What follows belongs to an exercise in optimizing a design on an open flow for small area, a short achievable clock period and few clock cycles per item; a production flow would make more cautious choices. Only simulation tests tie the RTL to the original design; equivalence was not proved.

$ cat design/flow/flow/run.sh
#!/bin/bash
# Layout flow: the standard flow (standard.sh), with two changes.
#  1. After the standard synthesis, the combinational logic is mapped again by Yosys/ABC with
#     the area-oriented ABC script in resynth.abc; every register instance of the standard
#     synthesis is kept as it is (same name, same cell). See resynth.ys.
#  2. The port buffers are buf_1 cells (buffer_ports otherwise picks clkdlybuf4s50_1).
# Each tool's output goes to a log file in this folder.
set -euo pipefail
export BUFFER_PORTS_ARGS="-buffer_cell sky130_fd_sc_hd__buf_1"
R=orfs/results/sky130hd/aes_inv_cipher_iter/base

bash standard.sh synth > standard_synth.log 2>&1

cp $R/1_2_yosys.v $R/1_2_yosys_standard.v
LIB=$FLOW_HOME/platforms/sky130hd/lib/sky130_fd_sc_hd__tt_025C_1v80.lib
DONT_USE=$(sed -n '/^export DONT_USE_CELLS += /,/^$/p' $FLOW_HOME/platforms/sky130hd/config.mk \
  | grep -o 'sky130_fd_sc_hd__[A-Za-z0-9_]*' | sed 's/^/-dont_use /' | tr '\n' ' ')
SEQ=$(grep -o 'sky130_fd_sc_hd__[A-Za-z0-9_]*' $R/1_2_yosys_standard.v | sort -u | grep -E '__(e?dfx|e?dfr|e?dfs|e?dfb|sdf|dl|sedf)' | tr '\n' ' ')
sed -e "s#@ABC@#$PWD/flow/resynth.abc#g" -e "s#@SEQ@#$SEQ#g" -e "s#@LIB@#$LIB#g" -e "s#@NETLIST@#$R/1_2_yosys_standard.v#g" -e "s#@OUT@#$R/1_2_yosys.v#g" \
    -e "s#@DONT_USE@#$DONT_USE#g" flow/resynth.ys > resynth_run.ys
yosys -l resynth.log -q resynth_run.ys > resynth_stdout.log 2>&1
rm -f $R/1_synth.odb $R/1_synth.sdc

bash standard.sh > standard.log 2>&1
$ cat design/flow/flow/resynth.abc
strash; &get -n; &st; &dch; &syn2; &dch -f; &nf; &put; strash; &get -n; &dch -f; &nf; &put
$ cat design/flow/flow/resynth.ys
# Map the combinational logic of the standard synthesis again; keep the registers as they are.
read_liberty -ignore_miss_func @LIB@
read_verilog @NETLIST@
hierarchy -top aes_inv_cipher_iter
# the register cells stay instances of their library cells; everything else is flattened
setattr -mod -set keep_hierarchy 1 @SEQ@
flatten
rename -hide w:*.*
hierarchy -top aes_inv_cipher_iter
opt -purge
abc -liberty @LIB@ @DONT_USE@ -script @ABC@
opt_clean -purge
hilomap -singleton -hicell sky130_fd_sc_hd__conb_1 HI -locell sky130_fd_sc_hd__conb_1 LO
blackbox @SEQ@
stat -liberty @LIB@
write_verilog -noattr -noexpr -nohex -nodec @OUT@
$ cat design/flow/standard.sh
#!/bin/bash
# synth_recipe.tcl (not shown) runs the flow's synth.tcl, then flattens the netlist and writes it again
# the make line also repeats each setting of config.mk as NAME=value (left out here)
make -C /OpenROAD-flow-scripts/flow DESIGN_CONFIG=/design/flow/config.mk WORK_HOME=/design/flow/orfs CLKGATE_MAP_FILE= SYNTH_SCRIPT=/design/flow/synth_recipe.tcl "${@:-finish}"
$ cat design/flow/config.mk
export PLATFORM = sky130hd
export DESIGN_NAME = aes_inv_cipher_iter
export DESIGN_NICKNAME = aes_inv_cipher_iter
export VERILOG_FILES = /design/flow/design.v
export SDC_FILE = /design/flow/constraint.sdc
export NUM_CORES = 4
export LEC_CHECK = 0
export CAP_MARGIN = 20
export CORE_MARGIN = 2
export CORE_UTILIZATION = 30
export PLACE_DENSITY = 0.42
export SETUP_SLACK_MARGIN = 2.5
export SLEW_MARGIN = 20
$ cat design/flow/constraint.sdc
create_clock -name core_clock -period 6.0 [get_ports {clk}]
set_input_delay 1.2000 -clock core_clock [delete_from_list [all_inputs] [get_ports {clk}]]
set_output_delay 1.2000 -clock core_clock [all_outputs]
set_load 0.01 [all_outputs]
$ cat design/flow/design.v
module aes_inv_cipher_iter #(
  parameter int NR    = 10,
  parameter int IDX_W = 4
) (
  input  logic             clk,
  input  logic             rst_n,
  input  logic             in_valid,
  output logic             in_ready,
  input  logic [127:0]     in_data,
  output logic [IDX_W-1:0] rk_idx,
  input  logic [127:0]     rk_data,
  output logic             out_valid,
  input  logic             out_ready,
  output logic [127:0]     out_data,
  output logic             busy
);
  function automatic logic [3:0] gf4_mul(input logic [3:0] a, input logic [3:0] b);
    logic [6:0] p;
    p = '0;
    for (int i = 0; i < 4; i++) p = p ^ ((b[i] ? 7'(a) : 7'd0) << i);
    if (p[6]) p = p ^ 7'b1100100;
    if (p[5]) p = p ^ 7'b0110010;
    if (p[4]) p = p ^ 7'b0011001;
    gf4_mul = p[3:0];
  endfunction
  function automatic logic [3:0] gf4_inv(input logic [3:0] a);
    case (a)
      4'h0: gf4_inv = 4'h0; 4'h1: gf4_inv = 4'h1; 4'h2: gf4_inv = 4'hc; 4'h3: gf4_inv = 4'h8; 4'h4: gf4_inv = 4'h6; 4'h5: gf4_inv = 4'hf; 4'h6: gf4_inv = 4'h4; 4'h7: gf4_inv = 4'he; 4'h8: gf4_inv = 4'h3; 4'h9: gf4_inv = 4'hd; 4'ha: gf4_inv = 4'hb; 4'hb: gf4_inv = 4'ha; 4'hc: gf4_inv = 4'h2; 4'hd: gf4_inv = 4'h9; 4'he: gf4_inv = 4'h7; 4'hf: gf4_inv = 4'h5;
      default: gf4_inv = 4'h0;
    endcase
  endfunction
  function automatic logic [11:0] sb_f1(input logic [7:0] b);
    logic [7:0] x;
    logic [3:0] a1, a0, d, di;
    x[0] = ~(b[1] ^ b[7]);
    x[1] = ~(b[1] ^ b[3] ^ b[7]);
    x[2] = b[1] ^ b[2] ^ b[6];
    x[3] = b[2] ^ b[3] ^ b[5] ^ b[6];
    x[4] = b[0] ^ b[4] ^ b[5];
    x[5] = ~(b[0] ^ b[1] ^ b[2] ^ b[4] ^ b[5] ^ b[7]);
    x[6] = ~(b[0] ^ b[3]);
    x[7] = b[3] ^ b[4] ^ b[5] ^ b[6];
    a1 = x[7:4];
    a0 = x[3:0];
    d  = {a1[1] ^ a1[2] ^ a0[2] ^ a0[3], a1[3] ^ a0[1] ^ a0[3], a1[0] ^ a1[2] ^ a1[3] ^ a0[3], a1[2] ^ a1[3] ^ a0[0] ^ a0[2] ^ a0[3]} ^ gf4_mul(a1, a0);
    di = gf4_inv(d);
    sb_f1 = {a1, a0, di};
  endfunction
  function automatic logic [7:0] sb_f2(input logic [11:0] v);
    sb_f2 = {gf4_mul(v[11:8], v[3:0]), gf4_mul(v[11:8] ^ v[7:4], v[3:0])};
  endfunction
  function automatic logic [7:0] sb_back(input logic [7:0] o);
    sb_back[0] = o[0] ^ o[1] ^ o[2] ^ o[3] ^ o[4] ^ o[5];
    sb_back[1] = o[4] ^ o[7];
    sb_back[2] = o[3] ^ o[4] ^ o[5] ^ o[7];
    sb_back[3] = o[3] ^ o[4] ^ o[7];
    sb_back[4] = o[1] ^ o[2] ^ o[4] ^ o[5];
    sb_back[5] = o[2] ^ o[3] ^ o[5] ^ o[6];
    sb_back[6] = o[1] ^ o[3] ^ o[5] ^ o[7];
    sb_back[7] = o[2] ^ o[3] ^ o[7];
  endfunction
  function automatic logic [31:0] imcx_col(input logic [31:0] a);
    logic [157:0] t;
    t[31:0] = a;
    t[32] = t[5] ^ t[21];
    t[33] = t[13] ^ t[29];
    t[34] = t[14] ^ t[30];
    t[35] = t[6] ^ t[22];
    t[36] = t[32] ^ t[33];
    t[37] = t[7] ^ t[23];
    t[38] = t[15] ^ t[31];
    t[39] = t[34] ^ t[35];
    t[40] = t[2] ^ t[18];
    t[41] = t[12] ^ t[28];
    t[42] = t[9] ^ t[25];
    t[43] = t[8] ^ t[24];
    t[44] = t[4] ^ t[20];
    t[45] = t[3] ^ t[19];
    t[46] = t[11] ^ t[27];
    t[47] = t[1] ^ t[17];
    t[48] = t[0] ^ t[16];
    t[49] = t[10] ^ t[26];
    t[50] = t[36] ^ t[42];
    t[51] = t[37] ^ t[38];
    t[52] = t[41] ^ t[44];
    t[53] = t[45] ^ t[46];
    t[54] = t[43] ^ t[48];
    t[55] = t[40] ^ t[49];
    t[56] = t[39] ^ t[55];
    t[57] = t[47] ^ t[50];
    t[58] = t[36] ^ t[54];
    t[59] = t[7] ^ t[15];
    t[60] = t[23] ^ t[31];
    t[61] = t[7] ^ t[31];
    t[62] = t[15] ^ t[23];
    t[63] = t[34] ^ t[61];
    t[64] = t[34] ^ t[62];
    t[65] = t[35] ^ t[60];
    t[66] = t[35] ^ t[59];
    t[67] = t[51] ^ t[53];
    t[68] = t[51] ^ t[52];
    t[69] = t[38] ^ t[56];
    t[70] = t[39] ^ t[67];
    t[71] = t[37] ^ t[56];
    t[72] = t[52] ^ t[57];
    t[73] = t[12] ^ t[36];
    t[74] = t[26] ^ t[53];
    t[75] = t[28] ^ t[36];
    t[76] = t[10] ^ t[53];
    t[77] = t[50] ^ t[54];
    t[78] = t[30] ^ t[68];
    t[79] = t[14] ^ t[68];
    t[80] = t[58] ^ t[65];
    t[81] = t[58] ^ t[66];
    t[82] = t[43] ^ t[71];
    t[83] = t[21] ^ t[70];
    t[84] = t[46] ^ t[71];
    t[85] = t[5] ^ t[70];
    t[86] = t[8] ^ t[57];
    t[87] = t[45] ^ t[69];
    t[88] = t[48] ^ t[69];
    t[89] = t[24] ^ t[57];
    t[90] = t[49] ^ t[72];
    t[91] = t[40] ^ t[72];
    t[92] = t[19] ^ t[27];
    t[93] = t[17] ^ t[25];
    t[94] = t[1] ^ t[25];
    t[95] = t[3] ^ t[27];
    t[96] = t[1] ^ t[9];
    t[97] = t[11] ^ t[19];
    t[98] = t[3] ^ t[11];
    t[99] = t[9] ^ t[17];
    t[100] = t[22] ^ t[33];
    t[101] = t[13] ^ t[44];
    t[102] = t[6] ^ t[32];
    t[103] = t[29] ^ t[44];
    t[104] = t[6] ^ t[33];
    t[105] = t[22] ^ t[32];
    t[106] = t[2] ^ t[47];
    t[107] = t[18] ^ t[47];
    t[108] = t[13] ^ t[41];
    t[109] = t[29] ^ t[41];
    t[110] = t[16] ^ t[65];
    t[111] = t[0] ^ t[64];
    t[112] = t[63] ^ t[92];
    t[113] = t[16] ^ t[63];
    t[114] = t[0] ^ t[66];
    t[115] = t[64] ^ t[98];
    t[116] = t[18] ^ t[63];
    t[117] = t[66] ^ t[95];
    t[118] = t[65] ^ t[97];
    t[119] = t[2] ^ t[64];
    t[120] = t[4] ^ t[75];
    t[121] = t[74] ^ t[107];
    t[122] = t[20] ^ t[73];
    t[123] = t[20] ^ t[75];
    t[124] = t[4] ^ t[73];
    t[125] = t[76] ^ t[106];
    t[126] = t[58] ^ t[63];
    t[127] = t[58] ^ t[64];
    t[128] = t[76] ^ t[116];
    t[129] = t[74] ^ t[119];
    t[130] = t[80] ^ t[125];
    t[131] = t[77] ^ t[128];
    t[132] = t[78] ^ t[105];
    t[133] = t[81] ^ t[121];
    t[134] = t[77] ^ t[129];
    t[135] = t[79] ^ t[102];
    t[136] = t[79] ^ t[100];
    t[137] = t[78] ^ t[104];
    t[138] = t[87] ^ t[123];
    t[139] = t[82] ^ t[99];
    t[140] = t[87] ^ t[124];
    t[141] = t[89] ^ t[113];
    t[142] = t[88] ^ t[93];
    t[143] = t[89] ^ t[114];
    t[144] = t[84] ^ t[120];
    t[145] = t[83] ^ t[103];
    t[146] = t[88] ^ t[96];
    t[147] = t[83] ^ t[108];
    t[148] = t[82] ^ t[94];
    t[149] = t[86] ^ t[110];
    t[150] = t[85] ^ t[109];
    t[151] = t[84] ^ t[122];
    t[152] = t[86] ^ t[111];
    t[153] = t[85] ^ t[101];
    t[154] = t[90] ^ t[117];
    t[155] = t[90] ^ t[118];
    t[156] = t[91] ^ t[112];
    t[157] = t[91] ^ t[115];
    imcx_col = {t[137], t[150], t[144], t[154], t[134], t[148], t[143], t[126], t[132], t[145], t[138], t[156], t[133], t[142], t[141], t[80], t[136], t[147], t[151], t[155], t[131], t[139], t[149], t[127], t[135], t[153], t[140], t[157], t[130], t[146], t[152], t[81]};
  endfunction
  function automatic logic [127:0] inv_mix_columns_x(input logic [127:0] s);
    logic [31:0] c, y;
    for (int k = 0; k < 4; k++) begin
      c = s[127-32*k -: 32];
      y = imcx_col({c[7:0], c[15:8], c[23:16], c[31:24]});
      inv_mix_columns_x[127-32*k -: 32] = {y[7:0], y[15:8], y[23:16], y[31:24]};
    end
  endfunction
  logic [191:0] r1;
  logic [127:0] r0, r2;
  logic         v0, done0, v1, v2;
  logic [3:0]   k0, k1, k2;        
  logic         hold0, frozen, acc;
  logic [191:0] s1;
  logic [127:0] s2, s3;
  logic         ov_q, busy_q, ir_q, irt_q, rr_q, sel_q, ir;
  logic [3:0]   idx_q;
  logic         v0_nx, done0_nx, v1_nx, v2_nx;
  logic [3:0]   k0_nx, k1_nx, k2_nx, idx_nx;
  assign out_valid = ov_q;
  assign busy      = busy_q;
  assign ir        = ir_q | (irt_q & out_ready);
  assign in_ready  = ir;
  assign rk_idx    = (rr_q & out_ready) ? 4'd10 : idx_q;
  assign out_data  = r0;
  assign acc       = in_valid & ir;
  function automatic logic [191:0] stage1(input logic [127:0] s);
    for (int r = 0; r < 4; r++)
      for (int c = 0; c < 4; c++)
        stage1[191-12*(r+4*c) -: 12] = sb_f1(s[127-8*(r+4*((c-r+4)%4)) -: 8]);
  endfunction
  function automatic logic [127:0] stage2(input logic [191:0] s, input logic [127:0] d,
                                          input logic sel);
    for (int i = 0; i < 16; i++)
      stage2[127-8*i -: 8] = sel ? d[127-8*i -: 8] : sb_back(sb_f2(s[191-12*i -: 12]));
  endfunction
  assign s1 = stage1(r0);
  assign s2 = stage2(r1, in_data, sel_q) ^ rk_data;
  assign s3 = r2 ^ ({128{k2 != 4'd10 && k2 != 4'd0}} & inv_mix_columns_x(r2));
  assign hold0  = v0 & done0 & !out_ready;
  assign frozen = hold0 & v2;
  always_ff @(posedge clk) begin
    if (!hold0)          r0 <= s3;
    if (!frozen || !v1)  r1 <= s1;
    if (!frozen)         r2 <= s2;
  end
  always_comb begin
    v0_nx = v0;  done0_nx = done0;  k0_nx = k0;
    v1_nx = v1;  k1_nx    = k1;
    v2_nx = v2;  k2_nx    = k2;
    if (!hold0) begin
      v0_nx    = v2;
      done0_nx = (k2 == 4'd0);
      k0_nx    = k2;
    end
    if (!frozen) begin
      v2_nx = v1 | acc;
      k2_nx = acc ? 4'd10 : k1;
    end
    if (!frozen || !v1) begin
      v1_nx = v0 & !done0;
      k1_nx = k0 - 4'd1;
    end
    if (v0_nx & !done0_nx)                       idx_nx = k0_nx - 4'd1;
    else if (v1_nx & v0_nx & done0_nx & v2_nx)   idx_nx = k1_nx;
    else                                         idx_nx = 4'd10;
  end
  always_ff @(posedge clk or negedge rst_n) begin
    if (!rst_n) begin
      v0 <= 1'b0;  done0 <= 1'b0;  k0 <= 4'd0;
      v1 <= 1'b0;  k1    <= 4'd0;
      v2 <= 1'b0;  k2    <= 4'd0;
      ov_q   <= 1'b0;
      busy_q <= 1'b0;
      ir_q   <= 1'b1;
      irt_q  <= 1'b0;
      rr_q   <= 1'b0;
      sel_q  <= 1'b1;
      idx_q  <= 4'd10;
    end else begin
      v0 <= v0_nx;  done0 <= done0_nx;  k0 <= k0_nx;
      v1 <= v1_nx;  k1    <= k1_nx;
      v2 <= v2_nx;  k2    <= k2_nx;
      ov_q   <= v0_nx & done0_nx;
      busy_q <= v0_nx | v1_nx | v2_nx;
      ir_q   <= !v1_nx & !(v0_nx & done0_nx & v2_nx) & (rk_idx == 4'd10);
      irt_q  <= !v1_nx & v0_nx & done0_nx & v2_nx & (rk_idx == 4'd10);
      rr_q   <= v0_nx & done0_nx & v1_nx & v2_nx;
      sel_q  <= !v1_nx;
      idx_q  <= idx_nx;
    end
  end
endmodule
==> qor.yml, run 1 <==
worst_setup_path:
  startpoint_type: "flip-flop"
  r2r_end: "r1[110]"
  crit_fanout: 9
  r2r_slack_ns: 2.62
  arrival_ns: 3.92
  worstSetupStartpoint: "r0[13]"
  critPathCapture: "r1[110]"
  criticalPathCategory: "flip-flop to flip-flop"
  r2r.worst_path.cells: 9
  cp.required_ns: 6.54
  r2r-start: "r0[13]"
  cp-end-kind: "flip-flop"
timing:
  drv_slew: 0
  max_freq_mhz: 296
  final-hold-violation-count: 0
  finalSetupTns_ns: 0
  setup_viol: 0
  period_needed_ns: 3.38
  finalClockSkew_ns: 0.0280
  worst_pin_slew_ns: 1.09
  min_period_over_period: 0.564
  setup_ws_ns: 2.62
  rsz0062_at_grt: "true"
  slew_headroom: 0.263
place:
  dp_slack_ns: 1.91
  hpwl_um: 95600
  finalWeightedCongestion: 0.833
  dpl_cell_area_sq_mm: 0.0452
  portBuffers: 394
floorplan:
  die_w_um: 375
  fp-row-count: 136
  die_h_um: 375
  ios: 395
  start_util: 0.301
  core_sq_mm: 0.137
  die_area_sq_mm: 0.141
global_routing:
  grt_first_pass_wirelength_um: 188000
  grt_pass1_vias: 30120
  grt_overflow: 0
  grtUsageTotal: 0.173
  antenna_found_initial: 5
  grt_max_degree: 152
detailed_routing:
  viasPerCell: 4.69
  drt_iter0_drc: 1666
  ant_nets: 0
  first_pass_iters: 5
  route.detailed.drc: 0
  wl_per_cell_um: 18.8
  wl_um: 125000
  vias: 31271
cts:
  clkSinkCount: 474
  cts.htree.levels: 2
  worstSkewPairLatency_ns: 0.68
  root_buffer: "clkbuf_16"
  hold_buffers: 0
  clk_pin_slew_ns: 0.06
  cts_buffers: 61
  cts.path.max_buffers: 3
  cts_tree: "yes"
logic_synthesis:
  syn_area_per_cell_sq_um: 9.52
  synthCells: 4339
  syn-cell-area_sq_mm: 0.0413
  yosys_warnings: 1
  synth_fp_nets: 4599
cells_and_area:
  fin_area_sq_mm: 0.0477
  drive_gt1_frac: 0.0370
  areaGrowthSynthToFinish_pct: 15.5
  layout.nets: 5081
status:
  outcome: "no timing/DRC/antenna violations"
worst_hold_path:
  hp-class: "flip-flop to flip-flop"
job:
  maxCapViolCount: 0
placed cells by master, fill, tap and decap left out, types with 39 or more instances in the layout:
cell	n
o211ai_1	49
mux2i_1	86
nor2_1	220
xnor2_1	1049
clkbuf_16	61
xor2_1	578
o21ai_0	269
clkinv_1	112
edfxtp_1	448
nor2b_1	39
nand2b_1	61
xnor3_1	68
nand2_1	721
buf_1	393
a21oi_1	178
flip-flops by register name, indices dropped and copies added (netlist names), 4 cells and up:
register	flops
r1	192
r0	128
r2	128
idx_q	4
k0	4
k1	4
k2	4
layer usage:
metal / wire [um] / share of wire / global-route usage
met1: 59200 / 0.47 / 0.239
met2: 58800 / 0.47 / 0.284
met3: 4670 / 0.037 / 0.0232
met4: 2850 / 0.023 / 0.0444
met5: 0 / 0 / 0
layout make-up:
cell class,count,area (sq um)
clock inverters,38,459
fillers,14193,89300
repair buffers,419,1680
multi-input cells,3757,27200
inverters,108,427
diodes,3,7.51
well taps,1794,2240
clock buffers,75,1580
flip-flops and latches,474,14100
how the worst min path moves through the flow:
| stage | from | to | slack, ns | cells after the start |
|---|---|---|---|---|
| after detailed placement | k1[2] | k2[2] | 0.48 | 1 |
| after global placement | k1[2] | k2[2] | 0.49 | 1 |
| after CTS | k1[2] | k2[2] | 0.49 | 1 |
| after floorplan | k1[1] | k2[1] | 0.46 | 1 |
| final | k1[2] | k2[2] | 0.49 | 1 |
| after global routing | k1[2] | k2[2] | 0.52 | 1 |
worst max-delay path, cell delays in order, from the launching register on:
cell      delay [ns]
edfxtp_1        0.48
xnor3_2         0.54
xnor3_1         0.37
a21oi_1         0.24
a21oi_1         0.06
o32a_1          0.35
nor3_2          0.37
xnor2_2         0.20
or4b_1          0.52
nand3b_1        0.10
metrics by stage:
stage	utilization	std cells	hold WS [ns]
2_1_floorplan	-	4339	0.461
3_3_place_gp	0.330	6538	0.491
3_5_place_dp	0.330	6538	0.479
4_1_cts	0.345	6652	0.492
5_1_grt	0.348	6667	0.515
6_report	0.348	6668	0.491
repair_timing:
action                                  CTS  global route
gates resized for setup                   6            53
endpoints found under the setup margin   13            92
hold endpoints to repair                  0             0
pin swaps                                 2             7
setup buffers                             1            13
Testbench counts, summed over its fixed seeds: cycles 2,128, blocks 192.
==> inputs of run 2 (changes only) <==
==> design/flow/flow/run.sh (replaced) <==
#!/bin/bash
# Layout flow: the standard flow (standard.sh), with two changes.
#  1. After the standard synthesis, the combinational logic is mapped again by Yosys/ABC with
#     ABC's default area-oriented script; every register instance of the standard synthesis is
#     kept as it is (same name, same cell). See resynth.ys.
#  2. The port buffers are buf_1 cells (buffer_ports otherwise picks clkdlybuf4s50_1).
# Each tool's output goes to a log file in this folder.
set -euo pipefail
export BUFFER_PORTS_ARGS="-buffer_cell sky130_fd_sc_hd__buf_1"
R=orfs/results/sky130hd/aes_inv_cipher_iter/base

bash standard.sh synth > standard_synth.log 2>&1

cp $R/1_2_yosys.v $R/1_2_yosys_standard.v
LIB=$FLOW_HOME/platforms/sky130hd/lib/sky130_fd_sc_hd__tt_025C_1v80.lib
DONT_USE=$(sed -n '/^export DONT_USE_CELLS += /,/^$/p' $FLOW_HOME/platforms/sky130hd/config.mk \
  | grep -o 'sky130_fd_sc_hd__[A-Za-z0-9_]*' | sed 's/^/-dont_use /' | tr '\n' ' ')
SEQ=$(grep -o 'sky130_fd_sc_hd__[A-Za-z0-9_]*' $R/1_2_yosys_standard.v | sort -u | grep -E '__(e?dfx|e?dfr|e?dfs|e?dfb|sdf|dl|sedf)' | tr '\n' ' ')
sed -e "s#@SEQ@#$SEQ#g" -e "s#@LIB@#$LIB#g" -e "s#@NETLIST@#$R/1_2_yosys_standard.v#g" -e "s#@OUT@#$R/1_2_yosys.v#g" \
    -e "s#@DONT_USE@#$DONT_USE#g" flow/resynth.ys > resynth_run.ys
yosys -l resynth.log -q resynth_run.ys > resynth_stdout.log 2>&1
rm -f $R/1_synth.odb $R/1_synth.sdc

bash standard.sh > standard.log 2>&1
--- a/design/flow/flow/resynth.ys
+++ b/design/flow/flow/resynth.ys
@@ -8,7 +8,7 @@
 rename -hide w:*.*
 hierarchy -top aes_inv_cipher_iter
 opt -purge
-abc -liberty @LIB@ @DONT_USE@ -script @ABC@
+abc -liberty @LIB@ @DONT_USE@
 opt_clean -purge
 hilomap -singleton -hicell sky130_fd_sc_hd__conb_1 HI -locell sky130_fd_sc_hd__conb_1 LO
 blackbox @SEQ@
--- a/design/flow/config.mk
+++ b/design/flow/config.mk
@@ -8,6 +8,7 @@
 export CAP_MARGIN = 20
 export CORE_MARGIN = 2
 export CORE_UTILIZATION = 30
+export CTS_BUF_LIST = sky130_fd_sc_hd__clkbuf_8
 export PLACE_DENSITY = 0.42
 export SETUP_SLACK_MARGIN = 2.5
 export SLEW_MARGIN = 20
removed: design/flow/flow/resynth.abc
==> run 2 against run 1 <==
Core utilization barely moved. First-iteration DRC count rose by 8.9%. Synthesized cell count fell by 1.6%. Non-clock buffer count fell by 6.
==> qor.yml, run 2 <==
timing:
  finalClockSkew_ns: 0.0630
  drv_slew: 0
  worst_pin_slew_ns: 0.998
  final-hold-violation-count: 0
  slew_headroom: 0.334
  min_period_over_period: 0.549
  setup_viol: 0
  max_freq_mhz: 303
  rsz0062_at_grt: "false"
  finalSetupTns_ns: 0
  period_needed_ns: 3.30
cells_and_area:
  areaGrowthSynthToFinish_pct: 15.5
  drive_gt1_frac: 0.0449
  top_regs: "r1 (192), r0 (128), r2 (128)"
  largest_register: "r1"
  final_common_cell: "xnor2_1"
  layout.cells.non_filler: 6635
  layout.nets: 5040
  layout_common_cells: "1047 x xnor2_1, 607 x nand2_1, 593 x xor2_1, 448 x edfxtp_1, 393 x buf_1"
  largest_register_ffs: 192
place:
  finalWeightedCongestion: 0.829
  hpwl_um: 92000
  portBuffers: 394
  dp.cells: 6440
logic_synthesis:
  yosys_warnings: 1
  synth_fp_nets: 4528
  synthCells: 4268
  syn_area_per_cell_sq_um: 9.40
  syn-cell-area_sq_mm: 0.0401
floorplan:
  core_sq_mm: 0.133
  start_util: 0.301
  die_area_sq_mm: 0.137
  fp-row-count: 134
  die_w_um: 370
  die_h_um: 370
  ios: 395
detailed_routing:
  first_pass_iters: 5
  drt_iter0_drc: 1814
  met1_length_um: 57100
  highest_layer: "met5"
  vias: 31000
  route.detailed.drc: 0
  wl_um: 122000
  ant_nets: 0
  wl_met2_um: 56800
  wl_per_cell_um: 18.4
  viasPerCell: 4.67
  wl_met3_um: 5530
job:
  maxCapViolCount: 0
cts:
  cts_buffers: 97
  root_buffer: "clkbuf_8"
  worstSkewPairLatency_ns: 0.82
  clk_pin_slew_ns: 0.06
  cts.htree.levels: 3
  cts_tree: "yes"
  clkSinkCount: 474
  cts.path.max_buffers: 3
worst_setup_path:
  arrival_ns: 3.81
  r2r_slack_ns: 2.70
  crit_fanout: 7
  r2r-start: "r0[5]"
  r2r_end: "r1[50]"
  cp-end-kind: "flip-flop"
  r2r.worst_path.cells: 10
  criticalPathCategory: "flip-flop to flip-flop"
  cp.required_ns: 6.51
  startpoint_type: "flip-flop"
global_routing:
  grt_first_pass_wirelength_um: 185000
  grt_max_degree: 129
  grt_pass1_vias: 30082
  grt_overflow: 0
  grtUsageTotal: 0.175
  antenna_found_initial: 19
status:
  outcome: "no timing/DRC/antenna violations"
worst_hold_path:
  hp-class: "input port to async pin"
## run 2: per-stage QoR
stage	cell area, sq um	setup WS, ns	hold WS, ns	utilization
floorplan	40200	2.52	0.460	-
global placement	44000	2.00	0.483	0.330
detailed placement	44000	1.95	0.484	0.330
CTS	46000	2.61	0.360	0.345
global route	46400	2.50	0.424	0.348
finish	46400	2.70	0.453	0.348
## run 2: repair_timing
item / CTS / global route
gates cloned: 0 / 0
pin swaps: 0 / 3
gates resized for setup: 1 / 44
hold buffers: 0 / 0
setup endpoints to repair: 2 / 47
buffers inserted: 0 / 9
## run 2: layout make-up
type | count | area, sq um
antenna | 9 | 22.5
clock buffer | 99 | 1360
clock inverter | 78 | 601
fill | 13861 | 86800
inverter | 120 | 470
multi-input combinational | 3674 | 25900
sequential | 474 | 14100
tap | 1768 | 2210
timing repair buffer | 413 | 1660
## run 2: layer usage
| layer | up-vias | GRT usage |
|---|---|---|
| met2 | 550 | 0.287 |
| met5 | - | 0 |
| met4 | 14 | 0.0449 |
| li1 | 15601 | - |
| met1 | 14681 | 0.236 |
| met3 | 154 | 0.0354 |
## run 2: worst max-delay path by stage
stage / from / end / slack (ns) / cells after the start
detailed placement: out_ready / r2[78] / 1.95 / 5
floorplan: k2[2] / r0[0] / 2.52 / 3
CTS: r0[109] / r1[62] / 2.61 / 10
global placement: out_ready / r2[79] / 2.00 / 5
finish: r0[5] / r1[50] / 2.70 / 10
global route: r0[83] / r1[72] / 2.50 / 10
## run 2: critical path: stages, from the launching register on
cell	delay [ns]
edfxtp_1	0.55
xnor3_2	0.54
xnor3_1	0.47
xor2_1	0.17
a21oi_1	0.08
o22ai_1	0.17
xor2_1	0.32
xnor2_1	0.22
and2_0	0.22
a22oi_1	0.17
o21ai_0	0.11
==> inputs of run 3 (changes only) <==
--- a/design/flow/config.mk
+++ b/design/flow/config.mk
@@ -8,7 +8,6 @@
 export CAP_MARGIN = 20
 export CORE_MARGIN = 2
 export CORE_UTILIZATION = 30
-export CTS_BUF_LIST = sky130_fd_sc_hd__clkbuf_8
 export PLACE_DENSITY = 0.42
-export SETUP_SLACK_MARGIN = 2.5
+export SETUP_SLACK_MARGIN = 2.2
 export SLEW_MARGIN = 20
==> run 3 against run 2 <==
Count of clock-buffer cells in the layout is 30 lower. First-iteration DRC count is 4.7% higher. Cell count is 1.2% lower. Synthesized area unchanged. Synthesized cell count unchanged. Final area down 0.48%. Critical path type is now input port to flip-flop. Largest cell class unchanged. Highest routed layer unchanged.
==> qor.yml, run 3 <==
status:
  outcome: "no timing/DRC/antenna violations"
logic_synthesis:
  syn_area_per_cell_sq_um: 9.40
  yosys_warnings: 1
  synth_fp_nets: 4528
  synthCells: 4268
  syn-cell-area_sq_mm: 0.0401
floorplan:
  start_util: 0.301
  die_h_um: 370
  core_sq_mm: 0.133
  die_w_um: 370
  ios: 395
  fp-row-count: 134
  die_area_sq_mm: 0.137
cts:
  clkSinkCount: 474
  cts_buffers: 59
  hold_buffers: 0
  root_buffer: "clkbuf_16"
  worstSkewPairLatency_ns: 0.66
  cts_tree: "yes"
  cts.path.max_buffers: 3
  cts.htree.levels: 2
  clk_pin_slew_ns: 0.06
place:
  hpwl_um: 93700
  dpl_cell_area_sq_mm: 0.0440
  finalWeightedCongestion: 0.833
  portBuffers: 394
worst_setup_path:
  r2r_slack_ns: 2.57
  r2r-start: "r1[35]"
  cp-end-kind: "flip-flop"
  arrival_ns: 3.86
  cp.required_ns: 6.31
  startpoint_type: "input port"
  r2r.worst_path.cells: 9
  crit_fanout: 66
  criticalPathCategory: "input port to flip-flop"
  r2r_end: "r2[19]"
cells_and_area:
  drive_gt1_frac: 0.0278
  fin_area_sq_mm: 0.0461
  layout.nets: 4999
  fillerInstances: 13744
  largest_register: "r1"
  multi_input_area_sq_mm: 0.0256
  top_regs: "r1 (192), r0 (128), r2 (128)"
  largest_register_ffs: 192
  seq_area_sq_mm: 0.0141
  layout_common_cells: "1072 x xnor2_1, 607 x nand2_1, 604 x xor2_1, 448 x edfxtp_1, 394 x buf_1"
  final_common_cell: "xnor2_1"
  areaGrowthSynthToFinish_pct: 15.0
timing:
  min_period_over_period: 0.591
  finalClockSkew_ns: 0.0216
  slew_headroom: 0.308
  finalSetupTns_ns: 0
  drv_slew: 0
  rsz0062_at_grt: "false"
  final-hold-violation-count: 0
  period_needed_ns: 3.55
  setup_viol: 0
  max_freq_mhz: 282
  worst_pin_slew_ns: 1.03
detailed_routing:
  ant_nets: 0
  route.detailed.drc: 0
  wl_per_cell_um: 18.6
  viasPerCell: 4.66
  drt_iter0_drc: 1900
  first_pass_iters: 5
  wl_um: 122000
  vias: 30562
global_routing:
  antenna_found_initial: 8
  grt_first_pass_wirelength_um: 183000
  grtUsageTotal: 0.173
  grt_pass1_vias: 29471
  grt_overflow: 0
  grt_max_degree: 118
worst_hold_path:
  min_path_cells: 1
  hp-class: "flip-flop to flip-flop"
  hold_start: "k1[2]"
  min_delay_worst_endpoint: "k2[2]"
job:
  maxCapViolCount: 0
## run 3: changes by cell type in the layout (fill, tap and decap cells not counted), sizes merged
cell / change
inv: -22
buf: -2
clkinvlp: -1
bufinv: +1
diode: -8
clkbuf: -31
clkinv: -14
## run 3: how the worst max path moves through the flow
stage | from | endpoint
detailed placement | out_ready | r2[10]
floorplan | out_ready | idx_q[0]
CTS | out_ready | r2[13]
global route | r0[112] | r1[122]
global placement | out_ready | r2[27]
finish | out_ready | r2[10]
## run 3: cell type report
cell class / instances / share of cell area
Inverter: 120 / 0.0100
Timing Repair Buffer: 410 / 0.0349
Sequential cell: 474 / 0.306
Antenna cell: 1 / 0.0000542
Clock buffer: 69 / 0.0353
Clock inverter: 42 / 0.0103
Tap cell: 1768 / 0.0479
Multi-Input combinational cell: 3674 / 0.556
## run 3: metal layers
| metal | global-route usage | wire (um) | up-vias |
|---|---|---|---|
| li1 | - | - | 15503 |
| met1 | 0.238 | 57200 | 14423 |
| met2 | 0.284 | 56600 | 515 |
| met3 | 0.0273 | 5130 | 115 |
| met4 | 0.0429 | 2810 | 6 |
| met5 | 0 | 31 | - |
## run 3: per-stage QoR
stage | instances | setup WS (ns) | utilization | hold slack (ns)
global placement | 6446 | 1.78 | 0.331 | 0.495
CTS | 6557 | 2.45 | 0.346 | 0.489
floorplan | 4268 | 2.35 | - | 0.455
detailed placement | 6446 | 1.74 | 0.331 | 0.483
finish | 6558 | 2.45 | 0.347 | 0.505
global route | 6558 | 2.22 | 0.347 | 0.534
## run 3: worst max-delay path: stages
cell      delay [ns]
buf_1           0.13
nor2_1          0.57
and2_0          0.59
clkinv_4        0.68
buf_4           0.59
## run 3: what timing repair did
action                                  CTS  global route
buffers inserted                          0             0
endpoints found under the setup margin    0             5
resized for setup                         0             5
==> inputs of run 4 (changes only) <==
--- a/design/flow/config.mk
+++ b/design/flow/config.mk
@@ -9,5 +9,5 @@
 export CORE_MARGIN = 2
 export CORE_UTILIZATION = 30
 export PLACE_DENSITY = 0.42
-export SETUP_SLACK_MARGIN = 2.2
+export SETUP_SLACK_MARGIN = 2.6
 export SLEW_MARGIN = 20
==> run 4 against run 3 <==
Still clean on timing, DRC and antenna. Fmax increased by 9.7%. First-iteration DRC count decreased by 8.7%. Cell count increased by 0.29%. Synthesized area unchanged. Sequential share of layout area decreased by 0.48 points. Count of clock-buffer cells in the layout decreased by 6. Via count increased by 0.59%. Global-route usage increased by 0.079 points. Non-clock buffer count increased by 11. Critical endpoint is now r2[85].
==> qor.yml, run 4 <==
status:
  outcome: "no timing/DRC/antenna violations"
place:
  portBuffers: 394
  dp.cells: 6442
  hpwl_um: 93000
  finalWeightedCongestion: 0.829
cells_and_area:
  top_regs: "r1 (192), r0 (128), r2 (128)"
  layout.nets: 5010
  areaGrowthSynthToFinish_pct: 16.8
  layout.cells.non_filler: 6577
  drive_gt1_frac: 0.0458
  largest_register_ffs: 192
  final_common_cell: "xnor2_1"
  layout_common_cells: "1024 x xnor2_1, 607 x nand2_1, 574 x xor2_1, 448 x edfxtp_1, 394 x buf_1"
  post-route-util: 0.352
  largest_register: "r1"
detailed_routing:
  wl_met3_um: 5860
  met1_length_um: 56900
  ant_nets: 0
  drt_iter0_drc: 1735
  highest_layer: "met5"
  wl_met2_um: 56800
  first_pass_iters: 5
  wl_um: 122000
  route.detailed.drc: 0
  vias: 30741
  wl_per_cell_um: 18.5
  viasPerCell: 4.67
worst_setup_path:
  cp.required_ns: 6.40
  path_cells: "xor2_1 -> a21oi_1 -> a21o_1 -> o21ai_0 -> xor2_1 -> xnor2_1 -> xnor2_1 -> xnor2_1 -> mux2i_1 -> xnor2_1"
  cpPeakStageDelay_ns: 0.51
  arrival_ns: 3.63
  crit_fanout: 6
  crit_slowest_cell: "xnor2_1"
  critPathTopFamily: "XOR/XNOR gates"
  criticalPathCategory: "flip-flop to flip-flop"
  cp-end-kind: "flip-flop"
  critPathBufInv: 0
  path_common_cell: "xnor2_1"
  startpoint_type: "flip-flop"
timing:
  min_period_over_period: 0.539
  final-hold-violation-count: 0
  slew_headroom: 0.328
  setup_viol: 0
  period_needed_ns: 3.23
  finalSetupTns_ns: 0
  hold_ws_ns: 0.488
  worst_pin_slew_ns: 1.01
  finalClockSkew_ns: 0.0197
  drv_slew: 0
  rsz0062_at_grt: "true"
  max_freq_mhz: 309
cts:
  clk_pin_slew_ns: 0.06
  hold_buffers: 0
  cts_tree: "yes"
  worstSkewPairLatency_ns: 0.67
  clkSinkCount: 474
  root_buffer: "clkbuf_16"
  cts.path.max_buffers: 3
  cts.htree.levels: 2
  cts_buffers: 59
logic_synthesis:
  synth_fp_nets: 4528
  synthCells: 4268
  yosys_warnings: 1
  syn_area_per_cell_sq_um: 9.40
  syn-cell-area_sq_mm: 0.0401
global_routing:
  grt_max_degree: 145
  grt_overflow: 0
  antenna_found_initial: 28
  grt_pass1_vias: 30078
  grtUsageTotal: 0.174
  grt_first_pass_wirelength_um: 184000
floorplan:
  die_h_um: 370
  fp-row-count: 134
  die_w_um: 370
  start_util: 0.301
  ios: 395
  core_sq_mm: 0.133
  die_area_sq_mm: 0.137
worst_hold_path:
  hp-class: "flip-flop to flip-flop"
job:
  maxCapViolCount: 0
## run 4: area by class of cell
cell class                 count  area (sq um)
fill                       13859         86300
multi-input combinational   3674         26200
sequential                   474         14100
tap                         1768          2210
timing repair buffer         421          1720
clock buffer                  63          1530
clock inverter                48           559
inverter                     120           463
antenna                        9          22.5
## run 4: final timing paths
kind	slack, ns	cells past startpoint	endpoint	startpoint
worst max-delay path	2.77	10	r2[85]	r1[128]
worst max register to register	2.77	10	r2[85]	r1[128]
worst min register to register	0.49	1	k2[1]	k1[1]
worst min-delay path	0.49	1	k2[1]	k1[1]
max in group asynchronous	5.16	2	idx_q[3]	rst_n
min in group asynchronous	0.54	2	k2[1]	rst_n
## run 4: per-layer routing
layer	track usage	up-vias
met1	0.234	14570
met2	0.289	491
met5	0	-
met3	0.0351	143
met4	0.0371	30
li1	-	15507
## run 4: what timing repair did
item	CTS	global route
setup buffers	0	15
cloned	0	0
pin swaps	0	5
resized for setup	3	90
endpoints found under the setup margin	8	87
## run 4: metrics by stage
step | area [sq um] | setup slack (ns)
6_report | 46900 | 2.77
5_1_grt | 46900 | 2.54
4_1_cts | 46100 | 2.62
3_5_place_dp | 44000 | 2.39
3_3_place_gp | 44000 | 2.45
2_1_floorplan | 40200 | 2.48
==> inputs of run 5 (changes only) <==
--- a/design/flow/config.mk
+++ b/design/flow/config.mk
@@ -9,5 +9,5 @@
 export CORE_MARGIN = 2
 export CORE_UTILIZATION = 30
 export PLACE_DENSITY = 0.42
-export SETUP_SLACK_MARGIN = 2.6
+export SETUP_SLACK_MARGIN = 3.0
 export SLEW_MARGIN = 20
==> run 5 against run 4 <==
Still clean. Global-route usage increased by 0.51 points. Sequential share of layout area shrank 2.9 points. Worst hold slack better by 0.023 ns. Critical path type is now input port to output port.
==> qor.yml, run 5 <==
cells_and_area:
  largest_register_ffs: 192
  layout.cells.non_filler: 6894
  fillerInstances: 13475
  largest_register: "r1"
  layout.nets: 5333
  drive_gt1_frac: 0.162
  layout_common_cells: "879 x xnor2_1, 607 x nand2_1, 494 x xor2_1, 448 x edfxtp_1, 390 x buf_1"
  top_regs: "r1 (192), r0 (128), r2 (128)"
  areaGrowthSynthToFinish_pct: 29.5
  final_common_cell: "xnor2_1"
cts:
  worstSkewPairLatency_ns: 0.62
  hold_buffers: 0
  clk_pin_slew_ns: 0.06
  root_buffer: "clkbuf_16"
  cts.path.max_buffers: 3
  cts_tree: "yes"
  cts_buffers: 66
  clkSinkCount: 474
  cts.htree.levels: 3
timing:
  finalSetupTns_ns: 0
  period_needed_ns: 2.96
  max_freq_mhz: 338
  slew_headroom: 0.425
  setup_viol: 0
  worst_pin_slew_ns: 0.863
  min_period_over_period: 0.494
  hold_ws_ns: 0.511
  final-hold-violation-count: 0
  rsz0062_at_grt: "true"
  drv_slew: 0
  finalClockSkew_ns: 0.0238
worst_setup_path:
  startpoint_type: "input port"
  criticalPathCategory: "input port to output port"
  crit_fanout: 4
  arrival_ns: 1.76
  cp-end-kind: "output port"
  r2r_slack_ns: 3.08
  cp.required_ns: 4.80
logic_synthesis:
  syn_area_per_cell_sq_um: 9.40
  synthCells: 4268
  yosys_warnings: 1
  synth_fp_nets: 4528
  syn-cell-area_sq_mm: 0.0401
place:
  dp.cells: 6442
  finalWeightedCongestion: 0.823
  portBuffers: 394
  hpwl_um: 93400
global_routing:
  grt_overflow: 0
  antenna_found_initial: 16
  grt_pass1_vias: 30330
  grt_max_degree: 131
  grt_first_pass_wirelength_um: 188000
  grtUsageTotal: 0.179
job:
  maxCapViolCount: 0
detailed_routing:
  wl_um: 127000
  drt_iter0_drc: 1839
  viasPerCell: 4.68
  wl_per_cell_um: 18.5
  first_pass_iters: 5
  route.detailed.drc: 0
  ant_nets: 0
  vias: 32254
floorplan:
  core_sq_mm: 0.133
  die_h_um: 370
  die_w_um: 370
  die_area_sq_mm: 0.137
  ios: 395
  start_util: 0.301
  fp-row-count: 134
worst_hold_path:
  hp-class: "flip-flop to flip-flop"
status:
  outcome: "no timing/DRC/antenna violations"
## run 5: cell count changes in the layout (fill, tap and decap cells not counted), sizes merged
cell,previous run,this run
buf,421,734
clkbuf,63,79
clkinv,147,132
inv,5,12
bufinv,12,9
diode,9,6
clkinvlp,4,6
## run 5: area by class of cell
type / instances / area (sq um) / share of cell area
diodes: 6 / 15.0 / 0.000289
multi-input cells: 3674 / 28800 / 0.555
repair buffers: 737 / 4130 / 0.0794
well taps: 1768 / 2210 / 0.0426
clock inverters: 39 / 413 / 0.00795
flip-flops and latches: 474 / 14100 / 0.272
clock buffers: 76 / 1750 / 0.0337
inverters: 120 / 504 / 0.00971
## run 5: per-layer routing
metal,up-vias,track usage,share of wire
met2,582,0.290,0.47
met4,22,0.0464,0.026
met5,-,0,0.0012
li1,16114,-,-
met1,15377,0.246,0.46
met3,159,0.0333,0.046
## run 5: metrics by stage
step,setup WS (ns),area [sq um],utilization
floorplan,2.52,40200,-
global placement,2.53,44000,0.331
global route,2.94,51900,0.390
CTS,2.96,48500,0.364
detailed placement,2.51,44000,0.331
finish,3.04,52000,0.390
## run 5: critical path: stages
cell,delay (ns)
buf_2,0.13
nand2_1,0.12
and2_0,0.17
clkbuf_2,0.14
## run 5: worst paths after layout
check / startpoint / end / cells past startpoint
worst max-delay path: out_ready / rk_idx[2] / 4
worst min-delay path: k1[1] / k2[1] / 1
worst max register to register: r0[116] / r1[122] / 11
worst min register to register: k1[1] / k2[1] / 1
max in group asynchronous: rst_n / v0 / 1
min in group asynchronous: rst_n / irt_q / 1
## run 5: timing repair
| action | in CTS | in global routing |
|---|---|---|
| gates resized for setup | 219 | 253 |
| pin swaps | 38 | 108 |
| setup buffers | 103 | 228 |
| setup endpoints to repair | 156 | 153 |
==> inputs of run 6 (changes only) <==
--- a/design/flow/config.mk
+++ b/design/flow/config.mk
@@ -9,5 +9,5 @@
 export CORE_MARGIN = 2
 export CORE_UTILIZATION = 30
 export PLACE_DENSITY = 0.42
-export SETUP_SLACK_MARGIN = 3.0
+export SETUP_SLACK_MARGIN = 2.5
 export SLEW_MARGIN = 20
==> run 6 against run 5 <==
Clock skew shrank 0.0023 ns. Via count is 4.4% lower. Core utilization is 4.1 points lower. Synthesized area did not move. Count of clock-buffer cells in the layout down 10. Highest routed layer unchanged. Routed wire length decreased by 4.4%.
==> qor.yml, run 6 <==
status:
  outcome: "no timing/DRC/antenna violations"
floorplan:
  start_util: 0.301
  core_sq_mm: 0.133
  die_h_um: 370
  ios: 395
  die_w_um: 370
  die_area_sq_mm: 0.137
  fp-row-count: 134
detailed_routing:
  vias: 30821
  wl_per_cell_um: 18.6
  wl_um: 122000
  viasPerCell: 4.69
  first_pass_iters: 5
  route.detailed.drc: 0
  drt_iter0_drc: 2037
  ant_nets: 0
cts:
  root_buffer: "clkbuf_16"
  clkSinkCount: 474
  cts_buffers: 60
  cts.htree.levels: 2
  clk_pin_slew_ns: 0.06
  cts.path.max_buffers: 3
  cts_tree: "yes"
  hold_buffers: 0
  worstSkewPairLatency_ns: 0.67
timing:
  setup_viol: 0
  max_freq_mhz: 303
  rsz0062_at_grt: "false"
  min_period_over_period: 0.550
  drv_slew: 0
  setup_ws_ns: 2.70
  period_needed_ns: 3.30
  slew_headroom: 0.328
  final-hold-violation-count: 0
  finalSetupTns_ns: 0
  finalClockSkew_ns: 0.0216
  worst_pin_slew_ns: 0.996
worst_setup_path:
  path_common_cell: "xor2_1"
  cp.required_ns: 6.41
  cpPeakStageDelay_ns: 0.59
  critPathTopFamily: "XOR/XNOR gates"
  critPathBufInv: 0
  criticalPathCategory: "flip-flop to flip-flop"
  path_cells: "xnor3_2 -> xnor3_1 -> xor2_1 -> a21oi_1 -> o22ai_1 -> xor2_1 -> xnor2_1 -> and2_0 -> a22oi_1 -> o21ai_0"
  arrival_ns: 3.72
  crit_slowest_cell: "xnor3_2"
  cp-end-kind: "flip-flop"
  startpoint_type: "flip-flop"
  crit_fanout: 7
cells_and_area:
  top_regs: "r1 (192), r0 (128), r2 (128)"
  drive_gt1_frac: 0.0361
  largest_register: "r1"
  layout.cells.non_filler: 6569
  final_common_cell: "xnor2_1"
  layout.nets: 5004
  areaGrowthSynthToFinish_pct: 15.8
  fin_area_sq_mm: 0.0465
  layout_common_cells: "1049 x xnor2_1, 607 x nand2_1, 594 x xor2_1, 448 x edfxtp_1, 393 x buf_1"
  largest_register_ffs: 192
logic_synthesis:
  synthCells: 4268
  syn-cell-area_sq_mm: 0.0401
  syn_area_per_cell_sq_um: 9.40
  yosys_warnings: 1
  synth_fp_nets: 4528
global_routing:
  grt_pass1_vias: 29647
  grt_overflow: 0
  antenna_found_initial: 16
  grt_first_pass_wirelength_um: 184000
  grt_max_degree: 129
  grtUsageTotal: 0.174
place:
  dp_slack_ns: 1.95
  dpl_cell_area_sq_mm: 0.0440
  hpwl_um: 92000
  finalWeightedCongestion: 0.829
  portBuffers: 394
  dp.cells: 6440
job:
  maxCapViolCount: 0
worst_hold_path:
  hp-class: "flip-flop to flip-flop"
[run 6: final timing paths]
| kind | start | end | slack (ns) | cells after the start |
|---|---|---|---|---|
| worst max-delay path | r0[4] | r1[50] | 2.70 | 10 |
| worst min-delay path | k1[1] | k2[1] | 0.50 | 1 |
| worst max register to register | r0[4] | r1[50] | 2.70 | 10 |
| worst min register to register | k1[1] | k2[1] | 0.50 | 1 |
| max in group asynchronous | rst_n | k2[2] | 5.03 | 1 |
| min in group asynchronous | rst_n | k1[0] | 0.55 | 1 |
[run 6: stage by stage]
step	hold WS, ns	util
after floorplan	0.460	-
after global placement	0.483	0.330
after detailed placement	0.484	0.330
after CTS	0.505	0.346
after global routing	0.526	0.349
final	0.502	0.349
[run 6: repair_timing]
action                                  4_1_cts  5_1_grt
resized for setup                             1       41
setup buffers                                 0       10
hold endpoints to repair                      0        0
pin swaps                                     0        3
endpoints found under the setup margin        2       43
[run 6: layout make-up]
class,count,area (sq um)
antenna,7,17.5
clock buffer,66,1520
clock inverter,46,567
fill,13814,86700
inverter,120,470
multi-input combinational,3674,25900
sequential,474,14100
tap,1768,2210
timing repair buffer,414,1670
[run 6: routing by layer]
layer / GRT usage / part of all wire / up-vias
li1: - / - / 15503
met1: 0.238 / 0.47 / 14669
met2: 0.286 / 0.47 / 510
met3: 0.0292 / 0.046 / 125
met4: 0.0412 / 0.021 / 14
met5: 0 / 0.00069 / -
==> inputs of run 7 (changes only) <==
--- a/design/flow/config.mk
+++ b/design/flow/config.mk
@@ -9,5 +9,5 @@
 export CORE_MARGIN = 2
 export CORE_UTILIZATION = 30
 export PLACE_DENSITY = 0.42
-export SETUP_SLACK_MARGIN = 2.5
+export SETUP_SLACK_MARGIN = 2.8
 export SLEW_MARGIN = 20
==> run 7 against run 6 <==
Cell count grew 1.8%. Sequential share of layout area shrank 1.5 points. Routed wire length grew 0.52%. Worst hold slack lost 0.0082 ns. Critical path type is now input port to output port.
==> qor.yml, run 7 <==
status:
  outcome: "no timing/DRC/antenna violations"
cts:
  clk_pin_slew_ns: 0.06
  worstSkewPairLatency_ns: 0.68
  clkSinkCount: 474
  cts_tree: "yes"
  cts.htree.levels: 2
  root_buffer: "clkbuf_16"
  cts_buffers: 60
  cts.path.max_buffers: 3
  hold_buffers: 0
detailed_routing:
  wl_per_cell_um: 18.3
  route.detailed.drc: 0
  drt_iter0_drc: 2046
  first_pass_iters: 5
  wl_um: 123000
  ant_nets: 0
  vias: 31178
  viasPerCell: 4.66
timing:
  slew_headroom: 0.368
  final-hold-violation-count: 0
  max_freq_mhz: 325
  hold_ws_ns: 0.493
  finalClockSkew_ns: 0.0381
  drv_slew: 0
  finalSetupTns_ns: 0
  min_period_over_period: 0.513
  period_needed_ns: 3.08
  setup_viol: 0
  rsz0062_at_grt: "true"
  worst_pin_slew_ns: 0.948
worst_setup_path:
  criticalPathCategory: "input port to output port"
  r2r-start: "r1[115]"
  cp-end-kind: "output port"
  cp.required_ns: 4.80
  startpoint_type: "input port"
  crit_fanout: 4
  worstSetupStartpoint: "out_ready"
  arrival_ns: 1.88
place:
  finalWeightedCongestion: 0.825
  hpwl_um: 92100
  portBuffers: 394
cells_and_area:
  largest_register: "r1"
  drive_gt1_frac: 0.0942
  post-route-util: 0.367
  layout_common_cells: "962 x xnor2_1, 607 x nand2_1, 534 x xor2_1, 448 x edfxtp_1, 394 x buf_1"
  final_common_cell: "xnor2_1"
  top_regs: "r1 (192), r0 (128), r2 (128)"
  largest_register_ffs: 192
  areaGrowthSynthToFinish_pct: 21.7
  layout.nets: 5126
floorplan:
  die_w_um: 370
  die_h_um: 370
  core_sq_mm: 0.133
  ios: 395
  fp-row-count: 134
  die_area_sq_mm: 0.137
  start_util: 0.301
global_routing:
  grtUsageTotal: 0.173
  grt_max_degree: 131
  grt_pass1_vias: 29883
  grt_first_pass_wirelength_um: 183000
  antenna_found_initial: 17
  grt_overflow: 0
worst_hold_path:
  hold_start: "k1[0]"
  hp-class: "flip-flop to flip-flop"
logic_synthesis:
  synth_fp_nets: 4528
  yosys_warnings: 1
  synthCells: 4268
  syn-cell-area_sq_mm: 0.0401
  syn_area_per_cell_sq_um: 9.40
job:
  maxCapViolCount: 0
[run 7: worst paths after layout]
path	endpoint	slack [ns]	depth (start not counted)
setup reg to reg	r2[78]	2.93	10
setup / recovery	rk_idx[2]	2.92	4
min in group asynchronous	busy_q	0.52	2
hold / removal	k2[0]	0.49	1
hold reg to reg	k2[0]	0.49	1
max in group asynchronous	idx_q[1]	5.17	2
[run 7: area by class of cell]
class / instances / area, sq um
timing repair buffer: 536 / 2570
antenna: 3 / 7.51
clock inverter: 45 / 643
tap: 1768 / 2210
fill: 13664 / 84300
sequential: 474 / 14100
inverter: 120 / 473
clock buffer: 67 / 1550
multi-input combinational: 3674 / 27300
[run 7: metal layers]
metal | global-route usage | routed length [um]
met5 | 0 | 115
met4 | 0.0504 | 3460
met3 | 0.0249 | 4840
met2 | 0.284 | 57200
met1 | 0.234 | 56900
[run 7: what timing repair did]
action | CTS | global route
resized for setup | 59 | 176
setup buffers | 15 | 115
setup endpoints to repair | 66 | 149
pin swaps | 8 | 36
[run 7: worst max-delay path, cell delays in order]
cell     delay, ns
buf_1         0.20
nand2_1       0.14
and2_0        0.20
buf_1         0.13
[run 7: per-stage QoR]
step           instance area (sq um)  instances  setup WS, ns
6_report                       48800       6687          2.92
4_1_cts                        46700       6569          2.73
3_3_place_gp                   44000       6442          2.33
5_1_grt                        48800       6684          2.75
3_5_place_dp                   44000       6442          2.27
2_1_floorplan                  40200       4268          2.52
==> inputs of run 8 (changes only) <==
--- a/design/flow/config.mk
+++ b/design/flow/config.mk
@@ -8,6 +8,6 @@
 export CAP_MARGIN = 20
 export CORE_MARGIN = 2
 export CORE_UTILIZATION = 30
-export PLACE_DENSITY = 0.42
+export PLACE_DENSITY = 0.6
 export SETUP_SLACK_MARGIN = 2.8
 export SLEW_MARGIN = 20
==> run 8 against run 7 <==
Flip-flop and latch count unchanged. Non-clock buffer count fell by 16. Register-to-register slack got worse by 0.03 ns. Critical path depth up 6. Final area fell by 1.1%. Cell count fell by 0.18%. Still clean. Critical endpoint is now r1[182]. Count of clock-buffer cells in the layout rose by 3. Sequential share of layout area up 0.33 points.
==> qor.yml, run 8 <==
cells_and_area:
  areaGrowthSynthToFinish_pct: 20.3
  drive_gt1_frac: 0.0887
  largest_register: "r1"
  layout_common_cells: "969 x xnor2_1, 607 x nand2_1, 540 x xor2_1, 448 x edfxtp_1, 394 x buf_1"
  layout.nets: 5111
  final_common_cell: "xnor2_1"
  multi_input_area_sq_mm: 0.0270
  fillerInstances: 13372
  largest_register_ffs: 192
  top_regs: "r1 (192), r0 (128), r2 (128)"
  fin_area_sq_mm: 0.0483
  seq_area_sq_mm: 0.0141
worst_setup_path:
  r2r_slack_ns: 2.90
  r2r.worst_path.cells: 10
  criticalPathCategory: "flip-flop to flip-flop"
  critPathCapture: "r1[182]"
  cp-end-kind: "flip-flop"
  cp.required_ns: 6.40
  worstSetupStartpoint: "r0[125]"
  r2r_end: "r1[182]"
  crit_fanout: 6
  arrival_ns: 3.50
  startpoint_type: "flip-flop"
  r2r-start: "r0[125]"
job:
  maxCapViolCount: 0
place:
  dpl_cell_area_sq_mm: 0.0440
  portBuffers: 394
  finalWeightedCongestion: 0.901
  dp_slack_ns: 2.26
  hpwl_um: 89600
cts:
  clk_pin_slew_ns: 0.06
  cts_tree: "yes"
  clkSinkCount: 474
  cts_buffers: 61
  cts.htree.levels: 2
  root_buffer: "clkbuf_16"
  worstSkewPairLatency_ns: 0.67
  hold_buffers: 0
  cts.path.max_buffers: 3
timing:
  drv_slew: 0
  min_period_over_period: 0.517
  final-hold-violation-count: 0
  slew_headroom: 0.301
  setup_ws_ns: 2.90
  finalClockSkew_ns: 0.0306
  finalSetupTns_ns: 0
  period_needed_ns: 3.10
  worst_pin_slew_ns: 1.05
  rsz0062_at_grt: "true"
  max_freq_mhz: 322
  hold_ws_ns: 0.508
  setup_viol: 0
floorplan:
  ios: 395
  core_sq_mm: 0.133
  start_util: 0.301
  fp-row-count: 134
  die_h_um: 370
  die_area_sq_mm: 0.137
  die_w_um: 370
logic_synthesis:
  synthCells: 4268
  syn-cell-area_sq_mm: 0.0401
  syn_area_per_cell_sq_um: 9.40
  synth_fp_nets: 4528
  yosys_warnings: 1
global_routing:
  grt_overflow: 0
  antenna_found_initial: 6
  grt_first_pass_wirelength_um: 176000
  grt_max_degree: 131
  grt_pass1_vias: 29628
  grtUsageTotal: 0.166
detailed_routing:
  vias: 31788
  route.detailed.drc: 0
  drt_iter0_drc: 2115
  ant_nets: 0
  first_pass_iters: 5
  viasPerCell: 4.76
  wl_um: 119000
  wl_per_cell_um: 17.8
worst_hold_path:
  hold_start: "k1[3]"
  hp-class: "flip-flop to flip-flop"
status:
  outcome: "no timing/DRC/antenna violations"
run 8: changes by cell type in the layout (fill, tap and decap cells not counted), moves of 6 or more:
cell / change
xnor2_4: -8
buf_4: -15
xnor2_1: +7
bufinv_16: -11
clkinvlp_4: +6
xor2_1: +6
run 8: per-stage QoR:
step                      cells   util
after floorplan            4268      -
after global placement     6438  0.330
after detailed placement   6438  0.330
after CTS                  6565  0.348
after global routing       6674  0.363
final                      6675  0.363
run 8: final cells by class:
cell class                      instances  share of cell area
Multi-Input combinational cell       3674               0.559
Sequential cell                       474               0.292
Timing Repair Buffer                  520              0.0505
Tap cell                             1768              0.0458
Clock buffer                           70              0.0343
Inverter                              120              0.0101
Clock inverter                         44             0.00739
Antenna cell                            5            0.000259
run 8: worst min path at each step:
stage	cells after the start	slack, ns	end
global route	2	0.53	idx_q[2]
global placement	1	0.50	k2[1]
detailed placement	1	0.50	k2[3]
CTS	2	0.45	v1
finish	1	0.51	k2[3]
floorplan	1	0.46	k2[1]
run 8: layer usage:
layer / GRT usage / up-vias / routed length (um)
li1: - / 15690 / -
met2: 0.277 / 693 / 56600
met1: 0.220 / 15258 / 52700
met4: 0.0473 / 0 / 3510
met3: 0.0275 / 147 / 6250
met5: 0 / - / 0
run 8: critical path, stage by stage, from the launching register on:
cell and delay, ns:
edfxtp_1 0.47, xnor3_2 0.56, xnor2_2 0.19, xnor2_1 0.29, a32oi_1 0.15, o31ai_1 0.11
xor2_1 0.34, xnor2_1 0.24, nor2_1 0.14, a311oi_1 0.29, nand2_1 0.08
run 8: timing repair:
item | in CTS | in global routing
pin swaps | 3 | 26
setup buffers | 13 | 105
endpoints found under the setup margin | 50 | 143
gates resized for setup | 46 | 156

separate check: timing with driven ports:
The results above use ideal ports. As a check the final layouts listed here were re-extracted and re-timed, cells and wires unchanged. Step 1 sets driving cells, clkbuf_16 on the clock port and buf_2 on the other inputs (assumed; they add their load-dependent delay and slew). Step 2 moves the port delays by t, midway between the first and last clock arrival at a register: inputs arrive t later, outputs are due t later. That takes back most of the time a late clock gives input paths. a / b / c = no drivers / after step 1 / after step 2; a / b = the first two.
| run | shift t [ns] | slack for setup (ns) | worst setup path at the end | slew at the worst register clock pin (ns) | worst data-port slew with drivers (ns) |
|---|---|---|---|---|---|
| run 1 | 0.734 | 2.618 / 2.618 / 2.340 | input to register | 0.07 / 0.07 | 0.13 |
| run 2 | 0.852 | 2.704 / 2.704 / 2.024 | input to register | 0.07 / 0.07 | 0.12 |
| run 3 | 0.724 | 2.453 / 2.505 / 1.781 | input to register | 0.07 / 0.07 | 0.12 |
| run 4 | 0.734 | 2.766 / 2.766 / 2.389 | input to register | 0.07 / 0.07 | 0.11 |
| run 5 | 0.683 | 3.039 / 3.013 / 2.720 | input to register | 0.07 / 0.07 | 0.13 |
| run 6 | 0.738 | 2.697 / 2.697 / 2.035 | input to register | 0.07 / 0.07 | 0.11 |
| run 7 | 0.734 | 2.923 / 2.902 / 2.324 | input to register | 0.07 / 0.07 | 0.12 |
| run 8 | 0.727 | 2.897 / 2.897 / 2.297 | input to register | 0.07 / 0.07 | 0.15 |
After both steps setup and hold are still met in every run listed. For run 2, which loses most, drivers alone change the setup slack by 0.000 ns; drivers and shift together by -0.680 ns.
